From an optimization exercise on the open Yosys and OpenROAD flow, aimed at a short achievable clock period and few clock cycles per item; shortcuts taken in it are not production practice. Function was checked by simulation only, so behaviour that the tests miss may differ from the original. Power is estimated from default activity; no workload was simulated.

==> flow/design.v <==
`default_nettype none
package cpu_isa_pkg;
	typedef logic [15:0] instruction_t;   
	typedef logic [3:0] alu_op_t;         
	typedef logic [2:0] cond_t;           
	localparam logic [1:0] OP_LOAD = 2'd0;
	localparam logic [1:0] OP_STORE = 2'd1;
	localparam logic [1:0] OP_IMM = 2'd2;     
	localparam logic [1:0] OP_ARITH = 2'd3;
	localparam logic [2:0] OP2_LI = 3'd0;
	localparam logic [2:0] OP2_B = 3'd4;
	localparam logic [2:0] OP2_BCOND = 3'd7;
	localparam alu_op_t ALU_ADD = 4'd0;
	localparam alu_op_t ALU_SUB = 4'd1;
	localparam alu_op_t ALU_AND = 4'd2;
	localparam alu_op_t ALU_OR = 4'd3;
	localparam alu_op_t ALU_XOR = 4'd4;
	localparam alu_op_t ALU_CMP = 4'd5;    
	localparam alu_op_t ALU_MOV = 4'd6;
	localparam alu_op_t ALU_SLL = 4'd8;
	localparam alu_op_t ALU_SRL = 4'd10;
	localparam alu_op_t ALU_IN = 4'd12;
	localparam alu_op_t ALU_OUT = 4'd13;
	localparam alu_op_t ALU_NOP = 4'd14;
	localparam alu_op_t ALU_HLT = 4'd15;
	localparam cond_t COND_BE = 3'd0;
	localparam cond_t COND_BLT = 3'd1;
	localparam cond_t COND_BLE = 3'd2;
	localparam cond_t COND_BNE = 3'd3;
	localparam instruction_t NOP_INSTRUCTION = {OP_ARITH, 6'd0, ALU_NOP, 4'd0};
endpackage
`default_nettype wire
`default_nettype none
package cpu_machine_pkg;
	typedef logic [15:0] word_t;       
	typedef logic [2:0] reg_index_t;   
	typedef logic [3:0] flags_t;       
	localparam int FLAG_S = 3;   
	localparam int FLAG_Z = 2;   
	localparam int FLAG_C = 1;   
	localparam int FLAG_V = 0;   
endpackage
`default_nettype wire
`timescale 1ns/1ps
`default_nettype none
module simple_cpu #(
	parameter int ADDRESS_WIDTH = 6
) (
	input wire logic clock,
	input wire logic reset,
	input wire logic prog_write,
	input wire logic [ADDRESS_WIDTH-1:0] prog_address,
	input wire logic [15:0] prog_data,
	input wire logic [15:0] in,
	output logic [15:0] out,
	output logic out_valid,
	output logic halted
);
	logic [15:0] imem [64];    
	logic [5:0] itgt [64];     
	logic [15:0] dmem [64];    
	always_ff @(posedge clock) begin
		if (prog_write) begin
			imem[prog_address] <= prog_data;
			itgt[prog_address] <= prog_address + 6'd1 + prog_data[5:0];
		end
	end
	typedef struct packed {
		logic ld, st, li, jmp, be, blt, ble, bne;
		logic add, sub, lan, lor, lxor, mov, sll, srl, inp, outp, hlt;
		logic flags;    
		logic wr;       
		logic [2:0] dest;
		logic use_x;    
		logic use_y;    
	} dec_t;
	function automatic dec_t decode(input logic [15:0] ir);
		dec_t d;
		logic ar;
		logic [3:0] f;
		ar = ir[15:14] == 2'b11;
		f = ir[7:4];
		d.ld = ir[15:14] == 2'b00;
		d.st = ir[15:14] == 2'b01;
		d.li = ir[15:11] == 5'b10000;
		d.jmp = ir[15:11] == 5'b10100;
		d.be = ir[15:8] == 8'b10111000;
		d.blt = ir[15:8] == 8'b10111001;
		d.ble = ir[15:8] == 8'b10111010;
		d.bne = ir[15:8] == 8'b10111011;
		d.add = ar && f == 4'd0;
		d.sub = ar && (f == 4'd1 || f == 4'd5);
		d.lan = ar && f == 4'd2;
		d.lor = ar && f == 4'd3;
		d.lxor = ar && f == 4'd4;
		d.mov = ar && f == 4'd6;
		d.sll = ar && f == 4'd8;
		d.srl = ar && f == 4'd10;
		d.inp = ar && f == 4'd12;
		d.outp = ar && f == 4'd13;
		d.hlt = ar && f == 4'd15;
		d.flags = ar && (f <= 4'd6 || f == 4'd8 || f == 4'd10);
		d.wr = d.ld || d.li || (ar && (f <= 4'd4 || f == 4'd6 || f == 4'd8 || f == 4'd10 || f == 4'd12));
		d.dest = d.ld ? ir[13:11] : ir[10:8];
		d.use_x = d.ld || d.st || (ar && (f <= 4'd5 || f == 4'd8 || f == 4'd10));
		d.use_y = d.st || (ar && (f <= 4'd6 || f == 4'd13));
		decode = d;
	endfunction
	logic a_valid;              
	logic [15:0] ir_a, ir_b;
	logic [5:0] tg_a, tg_b;     
	logic [5:0] nx_a, nx_b;     
	logic e_ld, e_st, e_jmp, e_be, e_blt, e_ble, e_bne;
	logic e_add, e_sub, e_lan, e_lor, e_lxor, e_mov, e_sll, e_srl, e_inp, e_li, e_mem;
	logic e_outp, e_flags, e_wr;
	logic [2:0] e_dest;
	logic [15:0] e_x, e_y, e_imm;
	logic [3:0] e_sh;
	logic e_fx, e_fy;           
	logic f_z, f_lt;
	logic m_wr, m_ld, m_st;
	logic [2:0] m_dest;
	logic [15:0] m_res, m_sdata;
	logic [15:0] rf [8];
	logic [7:0] rf_valid;
	logic [15:0] in_q;
	logic taken;
	logic [15:0] x, y, bb, alu, res;
	logic [16:0] s17;
	logic lt_now, z_now;
	assign taken = e_jmp || (e_be && f_z) || (e_blt && f_lt) || (e_ble && (f_z || f_lt)) ||
		(e_bne && !f_z);
	assign x = e_fx ? m_res : e_x;
	assign y = e_fy ? m_res : e_y;
	assign bb = e_sub ? ~y : (e_mem ? e_imm : y);
	assign s17 = {x[15], x} + {bb[15], bb} + {16'd0, e_sub};
	always_comb begin
		alu = s17[15:0];
		if (e_lan) alu = x & y;
		if (e_lor) alu = x | y;
		if (e_lxor) alu = x ^ y;
		if (e_mov) alu = y;
		if (e_sll) alu = x << e_sh;
		if (e_srl) alu = x >> e_sh;
		if (e_inp) alu = in_q;
		if (e_li) alu = e_imm;
	end
	assign res = alu;
	assign z_now = res == 16'd0;
	assign lt_now = (e_add || e_sub) ? s17[16] : res[15];
	logic [15:0] wb_data;
	assign wb_data = m_ld ? dmem[m_res[5:0]] : m_res;
	dec_t da, db, ds;
	logic [15:0] ir_s;
	logic [15:0] xa, ya, xb, yb;
	logic stall, bubble;
	function automatic logic [15:0] rf_read(input logic [2:0] i);
		if (m_wr && m_dest == i) rf_read = wb_data;
		else rf_read = rf_valid[i] ? rf[i] : 16'd0;
	endfunction
	assign da = decode(ir_a);
	assign db = decode(ir_b);
	assign xa = rf_read(ir_a[10:8]);
	assign ya = rf_read(ir_a[13:11]);
	assign xb = rf_read(ir_b[10:8]);
	assign yb = rf_read(ir_b[13:11]);
	assign ds = taken ? db : da;
	assign ir_s = taken ? ir_b : ir_a;
	assign stall = e_ld && ((da.use_x && ir_a[10:8] == e_dest) || (da.use_y && ir_a[13:11] == e_dest));
	assign bubble = halted || stall || (!taken && !a_valid);
	always_ff @(posedge clock) begin
		in_q <= in;
	end
	always_ff @(posedge clock or negedge reset) begin
		if (!reset) begin
			a_valid <= 1'b0;
			nx_a <= 6'd0;
		end else if (!(halted || stall)) begin
			a_valid <= 1'b1;
			nx_a <= (taken ? nx_b : nx_a) + 6'd1;
		end
	end
	always_ff @(posedge clock) begin
		if (!(halted || stall)) begin
			ir_a <= taken ? imem[nx_b] : imem[nx_a];
			tg_a <= taken ? itgt[nx_b] : itgt[nx_a];
			ir_b <= taken ? imem[tg_b] : imem[tg_a];
			tg_b <= taken ? itgt[tg_b] : itgt[tg_a];
			nx_b <= (taken ? tg_b : tg_a) + 6'd1;
		end
	end
	always_ff @(posedge clock or negedge reset) begin
		if (!reset) begin
			{e_ld, e_st, e_jmp, e_be, e_blt, e_ble, e_bne} <= '0;
			{e_outp, e_flags, e_wr} <= '0;
			halted <= 1'b0;
		end else begin
			e_ld <= !bubble && ds.ld;
			e_st <= !bubble && ds.st;
			e_jmp <= !bubble && ds.jmp;
			e_be <= !bubble && ds.be;
			e_blt <= !bubble && ds.blt;
			e_ble <= !bubble && ds.ble;
			e_bne <= !bubble && ds.bne;
			e_outp <= !bubble && ds.outp;
			e_flags <= !bubble && ds.flags;
			e_wr <= !bubble && ds.wr;
			if (!bubble && ds.hlt)
				halted <= 1'b1;
		end
	end
	always_ff @(posedge clock) begin
		e_add <= ds.add;
		e_sub <= ds.sub;
		e_lan <= ds.lan;
		e_lor <= ds.lor;
		e_lxor <= ds.lxor;
		e_mov <= ds.mov;
		e_sll <= ds.sll;
		e_srl <= ds.srl;
		e_inp <= ds.inp;
		e_li <= ds.li;
		e_mem <= ds.ld || ds.st;
		e_dest <= ds.dest;
		e_x <= taken ? xb : xa;
		e_y <= taken ? yb : ya;
		e_imm <= {{8{ir_s[7]}}, ir_s[7:0]};
		e_sh <= ir_s[3:0];
		e_fx <= e_wr && e_dest == ir_s[10:8];
		e_fy <= e_wr && e_dest == ir_s[13:11];
	end
	always_ff @(posedge clock or negedge reset) begin
		if (!reset) begin
			m_wr <= 1'b0;
			m_ld <= 1'b0;
			m_st <= 1'b0;
			f_z <= 1'b0;
			f_lt <= 1'b0;
			out <= 16'd0;
			out_valid <= 1'b0;
		end else begin
			m_wr <= e_wr;
			m_ld <= e_ld;
			m_st <= e_st;
			if (e_flags) begin
				f_z <= z_now;
				f_lt <= lt_now;
			end
			if (e_outp)
				out <= y;
			out_valid <= e_outp;
		end
	end
	always_ff @(posedge clock) begin
		m_dest <= e_dest;
		m_res <= res;
		m_sdata <= y;
	end
	always_ff @(posedge clock) begin
		if (m_st)
			dmem[m_res[5:0]] <= m_sdata;
	end
	always_ff @(posedge clock or negedge reset) begin
		if (!reset)
			rf_valid <= '0;
		else if (m_wr)
			rf_valid[m_dest] <= 1'b1;
	end
	always_ff @(posedge clock) begin
		if (m_wr)
			rf[m_dest] <= wb_data;
	end
endmodule
`default_nettype wire
Settings: LEC_CHECK=0, ABC_CLOCK_PERIOD_IN_PS=2500, CAP_MARGIN=20, CORE_MARGIN=2, CORE_UTILIZATION=40, SETUP_SLACK_MARGIN=5, SLEW_MARGIN=20; clock period 8.0 ns.
run.sh (not shown) runs the stock make flow with config.mk's settings and CLKGATE_MAP_FILE= SYNTH_SCRIPT=/design/flow/synth_recipe.tcl, a recipe that flattens the netlist after the stock synthesis.
Testbench counts at the start, summed over its fixed seeds: cycles 319,005, programs 2,400.
Then changed:
--- a/flow/design.v
+++ b/flow/design.v
@@ -126,5 +126,5 @@
 	logic [15:0] in_q;
 	logic taken;
-	logic [15:0] x, y, bb, alu, res;
+	logic [15:0] x, y, bb, res, shl, shr;
 	logic [16:0] s17;
 	logic lt_now, z_now;
@@ -134,19 +134,39 @@
 	assign y = e_fy ? m_res : e_y;
 	assign bb = e_sub ? ~y : (e_mem ? e_imm : y);
-	assign s17 = {x[15], x} + {bb[15], bb} + {16'd0, e_sub};
+	assign shl = x << e_sh;
+	assign shr = x >> e_sh;
 	always_comb begin
-		alu = s17[15:0];
-		if (e_lan) alu = x & y;
-		if (e_lor) alu = x | y;
-		if (e_lxor) alu = x ^ y;
-		if (e_mov) alu = y;
-		if (e_sll) alu = x << e_sh;
-		if (e_srl) alu = x >> e_sh;
-		if (e_inp) alu = in_q;
-		if (e_li) alu = e_imm;
-	end
-	assign res = alu;
-	assign z_now = res == 16'd0;
-	assign lt_now = (e_add || e_sub) ? s17[16] : res[15];
+		logic [16:0] xa, ya, g, p, gg, pp;
+		logic [17:0] c;
+		xa = {x[15], x};
+		ya = {bb[15], bb};
+		g = xa & ya;
+		p = xa ^ ya;
+		gg = g;
+		pp = p;
+		gg[0] = g[0] | (p[0] & e_sub);
+		for (int d = 1; d < 17; d = d * 2)
+			for (int i = 16; i >= d; i--) begin
+				gg[i] = gg[i] | (pp[i] & gg[i - d]);
+				pp[i] = pp[i] & pp[i - d];
+			end
+		c = {gg, e_sub};
+		s17 = p ^ c[16:0];
+	end
+	logic e_sum;
+	assign e_sum = !(e_lan || e_lor || e_lxor || e_mov || e_sll || e_srl || e_inp || e_li);
+	assign res = ({16{e_sum}} & s17[15:0]) | ({16{e_lan}} & (x & y)) |
+		({16{e_lor}} & (x | y)) | ({16{e_lxor}} & (x ^ y)) | ({16{e_mov}} & y) |
+		({16{e_sll}} & shl) | ({16{e_srl}} & shr) | ({16{e_inp}} & in_q) |
+		({16{e_li}} & e_imm);
+	logic z_add, xeqy;
+	assign z_add = &((x ^ y) ~^ {x[14:0] | y[14:0], 1'b0});   
+	assign xeqy = x == y;
+	assign z_now = (e_add && z_add) || ((e_sub || e_lxor) && xeqy) ||
+		(e_lan && (x & y) == 16'd0) || (e_lor && (x | y) == 16'd0) ||
+		(e_mov && y == 16'd0) || (e_sll && shl == 16'd0) || (e_srl && shr == 16'd0);
+	assign lt_now = ((e_add || e_sub) && s17[16]) || (e_lan && x[15] && y[15]) ||
+		(e_lor && (x[15] || y[15])) || (e_lxor && (x[15] ^ y[15])) || (e_mov && y[15]) ||
+		(e_sll && shl[15]) || (e_srl && shr[15]);
 	logic [15:0] wb_data;
 	assign wb_data = m_ld ? dmem[m_res[5:0]] : m_res;
Result:
- total power goes up by about 2.3%
- sequential cell count does not change
- maximum frequency rose by 24%
- final cell count rises by about 1.3%
- utilization shrinks by 0.20 points
- worst setup slack gains 830 ps
- final area increases by about 0.35%
- die area grows by about 0.7%
Testbench counts after the change, summed over its fixed seeds: cycles 319,005, programs 2,400.

what the ideal ports hide:
The results above use ideal ports. As a check the final layouts listed here were re-extracted and re-timed, cells and wires unchanged.
Step 1 assumes that a clkbuf_16 drives the clock port and a buf_2 every other input.
Step 2 also shifts input and output timing later by t, the mid clock arrival at the registers, as if the neighbouring blocks saw the same clock.
a / b / c = ideal ports / drivers / drivers and shift; a / b = the first two.
run | t, ns | setup slack, ns | worst hold slack (ns) | latest minus earliest clock arrival (ns)
the first run | 1.044 | 3.737 / 3.737 / 3.737 | 0.376 / 0.376 / 0.376 | 0.099 / 0.100
the second run | 1.036 | 4.567 / 4.567 / 4.124 | 0.347 / 0.347 / 0.347 | 0.089 / 0.089
After both steps every run listed still meets setup and hold. For the second run, which loses most, drivers alone change the setup slack by 0.000 ns; drivers and shift together by -0.443 ns.
